This is an optimization exercise on Yosys and OpenROAD, whose aim is small area and few clock cycles per item, not a production implementation. Only simulation tests tie the RTL to the original design; equivalence was not proved. Power figures rest on the tool's default switching activity, not on a simulated workload.

## v13
Design cnn_pool_layer, start of the top module:
module cnn_pool_layer (
    input  wire logic                       clk,
    input  wire logic                       rst,
    input  wire logic                       fm_wr_en,
    input  wire logic [3-1:0]  fm_wr_row,
    input  wire logic [3-1:0]  fm_wr_col,
    input  wire logic [64-1:0]    fm_wr_data,   
    input  wire logic                       start_req,
    input  wire logic [5-1:0]      start_cfg,    
    output logic                            start_ack,
    output logic                            layer_ready,
    output logic                            out_req,
    input  wire logic                       out_ack,
    output logic [68-1:0]        out_data      
);
    logic [64-1:0] px_tl;
    logic [64-1:0] px_tr;
    logic [64-1:0] px_bl;
    logic [64-1:0] px_br;
    logic [64-1:0] values;
    logic [64-1:0] out_values;
    logic [2-1:0] row_cnt;
    logic [2-1:0] col_cnt;
    logic [15:0] pos_sel;
    logic relu_en;
    result_drain u_ctrl (
        .clk         (clk),
        .rst         (rst),
        .start_req   (start_req),
        .start_cfg   (start_cfg),
        .out_ack     (out_ack),
        .start_ack   (start_ack),
        .layer_ready (layer_ready),
        .out_req     (out_req),
        .relu_en     (relu_en),
        .row_cnt     (row_cnt),
        .col_cnt     (col_cnt),
        .pos_sel     (pos_sel)
    );
    fm_window_feeder u_map (
        .clk     (clk),
        .wr_en   (fm_wr_en && layer_ready),
  ...
Size in the first run: roughly 13000 cells after synthesis, roughly 150 I/O pins, roughly 160000 um^2 of cells after synthesis.
clock: 8.0 ns
lec_check: 0
cap_margin: 20
core_margin: 2
core_utilization: 55
cts_cluster_diameter: 70
cts_cluster_size: 30
slew_margin: 20
synth_hierarchical: 1
synth_memory_max_bits: 8192
run.sh (not shown) runs the stock make flow with config.mk's settings and CLKGATE_MAP_FILE= SYNTH_SCRIPT=/design/flow/synth_recipe.tcl, a recipe that flattens the netlist after the stock synthesis.
Testbench counts of v13, summed over its fixed seeds: cycles 6,895, results 1,136.
### v13 -> v54
Settings: changing CTS_CLUSTER_DIAMETER from 70 to 45.
==> comparison <==
Result for v13 and v54: all clean. Taking v13 as the reference point, the multi-input gate share of the layout cell area of v54 falls by 2.2 points. Per the comparison of v54 with v13, time the final worst path needs with I/O delays and setup went down by 51 ps; post-layout worst setup margin higher; count of filler cells inserted in the layout dropped 792; arrival time of the worst setup path fell 20 ps.
> inputs changed (v54 -> v43)
Settings: changing CTS_CLUSTER_SIZE from 30 to 24; changing CTS_CLUSTER_DIAMETER from 45 to 60.
==> run notes <==
- Maximum single-stage delay on the critical path up 20 ps in v43 wrt v54
- v43 vs v54, switching power went down by 1.5 mW.
- Diff v54 and v43: global-route usage lower in v43
- Of v54 and v43, the lower final critical delay including setup and external delays belongs to v54.
- When the final numbers for v54 and v43 were put side by side, the minimum setup slack in the final design turned out to be greater in v54.


== run 1 ==
The RTL this note starts from:
==> flow/design.v <==
`default_nettype none
`timescale 1ns/100ps
module fm_window_feeder (
    input  wire logic                         clk,
    input  wire logic                         wr_en,        
    input  wire logic [3-1:0]    wr_row,
    input  wire logic [3-1:0]    wr_col,
    input  wire logic [64-1:0]      wr_data,      
    input  wire logic [15:0]                  rd_sel,       
    output logic [64-1:0]           px_tl,        
    output logic [64-1:0]           px_tr,        
    output logic [64-1:0]           px_bl,        
    output logic [64-1:0]           px_br         
);
    logic [15:0][64-1:0] bank_tl;
    logic [15:0][64-1:0] bank_tr;
    logic [15:0][64-1:0] bank_bl;
    logic [15:0][64-1:0] bank_br;
    logic [3:0] wr_idx;
    assign wr_idx = {wr_row[2:1], wr_col[2:1]};
    logic [15:0] wr_sel;                     
    logic [15:0] we_tl;
    logic [15:0] we_tr;
    logic [15:0] we_bl;
    logic [15:0] we_br;
    always_comb begin
        wr_sel = '0;
        wr_sel[wr_idx] = 1'b1;
    end
    assign we_tl = wr_sel & {16{wr_en && !wr_row[0] && !wr_col[0]}};
    assign we_tr = wr_sel & {16{wr_en && !wr_row[0] &&  wr_col[0]}};
    assign we_bl = wr_sel & {16{wr_en &&  wr_row[0] && !wr_col[0]}};
    assign we_br = wr_sel & {16{wr_en &&  wr_row[0] &&  wr_col[0]}};
    logic [15:0][64-1:0] next_tl;
    logic [15:0][64-1:0] next_tr;
    logic [15:0][64-1:0] next_bl;
    logic [15:0][64-1:0] next_br;
    for (genvar i = 0; i < 16; i++) begin : g_word
        fm_word_next u_tl (.q(bank_tl[i]), .d(wr_data), .we(we_tl[i]), .keep(!we_tl[i]), .q_next(next_tl[i]));
        fm_word_next u_tr (.q(bank_tr[i]), .d(wr_data), .we(we_tr[i]), .keep(!we_tr[i]), .q_next(next_tr[i]));
        fm_word_next u_bl (.q(bank_bl[i]), .d(wr_data), .we(we_bl[i]), .keep(!we_bl[i]), .q_next(next_bl[i]));
        fm_word_next u_br (.q(bank_br[i]), .d(wr_data), .we(we_br[i]), .keep(!we_br[i]), .q_next(next_br[i]));
    end
    always_ff @(posedge clk) begin
        bank_tl <= next_tl;
        bank_tr <= next_tr;
        bank_bl <= next_bl;
        bank_br <= next_br;
    end
    fm_read_word u_rd_tl (.sel(rd_sel), .words(bank_tl), .y(px_tl));
    fm_read_word u_rd_tr (.sel(rd_sel), .words(bank_tr), .y(px_tr));
    fm_read_word u_rd_bl (.sel(rd_sel), .words(bank_bl), .y(px_bl));
    fm_read_word u_rd_br (.sel(rd_sel), .words(bank_br), .y(px_br));
endmodule
module fm_word_next (
    input  wire logic [64-1:0] q,
    input  wire logic [64-1:0] d,
    input  wire logic                    we,
    input  wire logic                    keep,
    output logic [64-1:0]      q_next
);
    assign q_next = (q & {64{keep}}) | (d & {64{we}});
endmodule
module fm_read_word (
    input  wire logic [15:0]                   sel,
    input  wire logic [15:0][64-1:0] words,
    output logic [64-1:0]            y
);
    logic [5:0][64-1:0] grp_n;     
    for (genvar g = 0; g < 5; g++) begin : g_grp
        fm_read_leg3 u_leg (.a0(words[3*g]), .a1(words[3*g+1]), .a2(words[3*g+2]),
                            .s(sel[3*g +: 3]), .y_n(grp_n[g]));
    end
    assign grp_n[5] = ~(words[15] & {64{sel[15]}});
    assign y = ~(grp_n[0] & grp_n[1] & grp_n[2] & grp_n[3] & grp_n[4] & grp_n[5]);
endmodule
module fm_read_leg3 (
    input  wire logic [64-1:0] a0,
    input  wire logic [64-1:0] a1,
    input  wire logic [64-1:0] a2,
    input  wire logic [2:0]              s,
    output logic [64-1:0]      y_n
);
    assign y_n = ~((a0 & {64{s[0]}}) | (a1 & {64{s[1]}}) |
                   (a2 & {64{s[2]}}));
endmodule
`default_nettype wire
`default_nettype none
`timescale 1ns/100ps
module pool_lane (
    input  wire logic                        relu_en,
    input  wire logic [16-1:0]      win_tl,      
    input  wire logic [16-1:0]      win_tr,      
    input  wire logic [16-1:0]      win_bl,      
    input  wire logic [16-1:0]      win_br,      
    output logic [16-1:0]           res_value
);
    logic [16-1:0] top;
    logic [16-1:0] bot;
    logic [16-1:0] win_max;
    function automatic logic [16-1:0] fp16_max(input logic [16-1:0] a,
                                                        input logic [16-1:0] b);
        logic [16-2:0] a_mag;      
        logic [16-2:0] b_mag;
        logic a_sign;
        logic b_sign;
        logic b_wins;
        a_mag  = a[16-2:0];
        b_mag  = b[16-2:0];
        a_sign = a[16-1];
        b_sign = b[16-1];
        if (a_mag == '0 && b_mag == '0)
            b_wins = 1'b0;                  
        else if (a_sign != b_sign)
            b_wins = a_sign;                
        else if (a_sign)
            b_wins = b_mag < a_mag;         
        else
            b_wins = b_mag > a_mag;
        fp16_max = b_wins ? b : a;
    endfunction
    assign top     = fp16_max(win_tl, win_tr);
    assign bot     = fp16_max(win_bl, win_br);
    assign win_max = fp16_max(top, bot);
    assign res_value = (relu_en && win_max[16-1]) ? '0 : win_max;
endmodule
`default_nettype wire
`default_nettype none
`timescale 1ns/100ps
module result_drain (
    input  wire logic                          clk,
    input  wire logic                          rst,
    input  wire logic                          start_req,
    input  wire logic [5-1:0]         start_cfg,    
    input  wire logic                          out_ack,
    output logic                               start_ack,
    output logic                               layer_ready,
    output logic                               out_req,
    output logic                               relu_en,      
    output logic [2-1:0]         row_cnt,      
    output logic [2-1:0]         col_cnt,      
    output logic [15:0]                        pos_sel       
);
    logic [2-1:0] last_idx;    
    logic cfg_relu_en;
    logic start_take;
    logic pop;
    logic last_col;
    logic last_pos;
    logic [2-1:0] row_nxt;
    logic [2-1:0] col_nxt;
    assign start_take = layer_ready && start_req && !start_ack;
    assign pop        = out_req && out_ack;
    assign last_col   = col_cnt == last_idx;
    assign last_pos   = last_col && (row_cnt == last_idx);
    assign relu_en    = layer_ready ? start_cfg[0] : cfg_relu_en;
    always_comb begin
        row_nxt = row_cnt;
        col_nxt = col_cnt;
        if (!start_take && pop) begin
            if (last_pos) begin
                row_nxt = '0;
                col_nxt = '0;
            end else if (last_col) begin
                row_nxt = row_cnt + 1'b1;
                col_nxt = '0;
            end else begin
                col_nxt = col_cnt + 1'b1;
            end
        end
    end
    always_ff @(posedge clk) begin
        if (rst) begin
            row_cnt <= '0;
            col_cnt <= '0;
            pos_sel <= 16'b1;
        end else begin
            row_cnt <= row_nxt;
            col_cnt <= col_nxt;
            pos_sel <= 16'b1 << {row_nxt, col_nxt};
        end
    end
    always_ff @(posedge clk) begin
        if (rst) begin
            start_ack   <= 1'b0;
            layer_ready <= 1'b1;
            out_req     <= 1'b0;
            cfg_relu_en <= 1'b0;
            last_idx    <= '0;
        end else begin
            if (start_take) begin
                start_ack   <= 1'b1;
                layer_ready <= 1'b0;
                out_req     <= !out_ack;           
                cfg_relu_en <= start_cfg[0];
                last_idx    <= start_cfg[5-1:2] - 1'b1;
            end else begin
                if (start_ack && !start_req)
                    start_ack <= 1'b0;             
                if (pop) begin
                    out_req <= 1'b0;
                    if (last_pos)
                        layer_ready <= 1'b1;       
                end else if (!layer_ready && !out_req && !out_ack) begin
                    out_req <= 1'b1;               
                end
            end
        end
    end
endmodule
`default_nettype wire
`default_nettype none
`timescale 1ns/100ps
module cnn_pool_layer (
    input  wire logic                       clk,
    input  wire logic                       rst,
    input  wire logic                       fm_wr_en,
    input  wire logic [3-1:0]  fm_wr_row,
    input  wire logic [3-1:0]  fm_wr_col,
    input  wire logic [64-1:0]    fm_wr_data,   
    input  wire logic                       start_req,
    input  wire logic [5-1:0]      start_cfg,    
    output logic                            start_ack,
    output logic                            layer_ready,
    output logic                            out_req,
    input  wire logic                       out_ack,
    output logic [68-1:0]        out_data      
);
    logic [64-1:0] px_tl;
    logic [64-1:0] px_tr;
    logic [64-1:0] px_bl;
    logic [64-1:0] px_br;
    logic [64-1:0] values;
    logic [64-1:0] out_values;
    logic [2-1:0] row_cnt;
    logic [2-1:0] col_cnt;
    logic [15:0] pos_sel;
    logic relu_en;
    result_drain u_ctrl (
        .clk         (clk),
        .rst         (rst),
        .start_req   (start_req),
        .start_cfg   (start_cfg),
        .out_ack     (out_ack),
        .start_ack   (start_ack),
        .layer_ready (layer_ready),
        .out_req     (out_req),
        .relu_en     (relu_en),
        .row_cnt     (row_cnt),
        .col_cnt     (col_cnt),
        .pos_sel     (pos_sel)
    );
    fm_window_feeder u_map (
        .clk     (clk),
        .wr_en   (fm_wr_en && layer_ready),
        .wr_row  (fm_wr_row),
        .wr_col  (fm_wr_col),
        .wr_data (fm_wr_data),
        .rd_sel  (pos_sel),
        .px_tl   (px_tl),
        .px_tr   (px_tr),
        .px_bl   (px_bl),
        .px_br   (px_br)
    );
    for (genvar l = 0; l < 4; l++) begin : g_lane
        pool_lane u_lane (
            .relu_en   (relu_en),
            .win_tl    (px_tl[l*16 +: 16]),
            .win_tr    (px_tr[l*16 +: 16]),
            .win_bl    (px_bl[l*16 +: 16]),
            .win_br    (px_br[l*16 +: 16]),
            .res_value (values[l*16 +: 16])
        );
    end
    always_ff @(posedge clk)
        out_values <= values;
    assign out_data = {row_cnt, col_cnt, out_values};
endmodule
`default_nettype wire
make LEC_CHECK=0 CAP_MARGIN=10 CORE_MARGIN=2 CORE_UTILIZATION=55 CTS_CLUSTER_DIAMETER=80 CTS_CLUSTER_SIZE=26 SLEW_MARGIN=10 SYNTH_HIERARCHICAL=1 SYNTH_MEMORY_MAX_BITS=8192 finish   # period 8.0 ns
Testbench counts of run 1, summed over its fixed seeds: cycles 6,895, results 1,136.
For run 2, these inputs were changed with respect to run 1:
- SLEW_MARGIN: 10 -> 20
- CAP_MARGIN: 10 -> 20
==> flow/flow/run.sh (new file) <==
#!/bin/bash
set -o pipefail
cp standard.sh standard_sh.txt 2>/dev/null
export CTS_ARGS="-sink_clustering_enable -repair_clock_nets -sink_clustering_size 26 -sink_clustering_max_diameter 80 -dont_use_dummy_load"
bash standard.sh > standard.log 2>&1
==> flow/standard.sh (new file) <==
#!/bin/bash
# synth_recipe.tcl (not shown) runs the flow's synth.tcl, then flattens the netlist and writes it again
# the make line also repeats each setting of config.mk as NAME=value (left out here)
make -C /OpenROAD-flow-scripts/flow DESIGN_CONFIG=/design/flow/config.mk WORK_HOME=/design/flow/orfs CLKGATE_MAP_FILE= SYNTH_SCRIPT=/design/flow/synth_recipe.tcl "${@:-finish}"
removed: flow/run.sh
==> run notes <==
First-iteration DRC count (run 2 over run 1): decrease, about 3.2%
Changes observed in run 2 relative to run 1: routed wire length was more or less identical, wire length on met2 now smaller, share of the final layout cell area in multi-input gates increased by 0.19 points relative to the old numbers, part of the total power dissipated in combinational logic climbed 0.3 points.
The inputs of run 3 differ from those of run 2 as listed below.
==> flow/run.sh (new file) <==
#!/bin/bash
# synth_recipe.tcl (not shown) runs the flow's synth.tcl, then flattens the netlist and writes it again
# the make line also repeats each setting of config.mk as NAME=value (left out here)
make -C /OpenROAD-flow-scripts/flow DESIGN_CONFIG=/design/flow/config.mk WORK_HOME=/design/flow/orfs CLKGATE_MAP_FILE= SYNTH_SCRIPT=/design/flow/synth_recipe.tcl finish
removed: flow/flow/run.sh
removed: flow/standard.sh
Notes after the runs:
- As far as first-pass GRT wire length is concerned, run 3 and run 2 perform about the same.
- Delta (run 3 minus run 2): fill cell total of the finished layout roughly the same, DRC violation total after the first TritonRoute iteration increased by about 2.5% relative to the old numbers, part of the power in registers went down by 1.4 points.

re-timing with driven ports:
No port has a modelled driver above. Below, the same layouts with a new extraction and two added sets of constraints.
Step 1 assumes that a clkbuf_16 drives the clock port and a buf_2 every other input.
Step 2 times the ports against the registers' clock, not the clock port: input delays grow and output delays shrink by t, the midpoint of the rising clock arrivals with the driver on.
Three values: ideal, step 1, step 2; two values: the first two.
run | t, ns | setup WS [ns] | worst register clock-pin slew, ns | worst slew at a driven data input, ns
v13 | 1.063 | 0.832 / 0.832 / 0.832 | 0.12 / 0.12 | 0.17
v54 | 1.108 | 0.882 / 0.882 / 0.882 | 0.07 / 0.07 | 0.18
v43 | 1.055 | 0.805 / 0.805 / 0.805 | 0.10 / 0.10 | 0.16
run 1 | 1.046 | 0.835 / 0.835 / 0.835 | 0.11 / 0.11 | 0.16
run 2 | 1.012 | 0.794 / 0.794 / 0.794 | 0.11 / 0.11 | 0.16
run 3 | 1.034 | 0.864 / 0.864 / 0.864 | 0.11 / 0.11 | 0.16
After both steps every run listed still meets setup and hold.
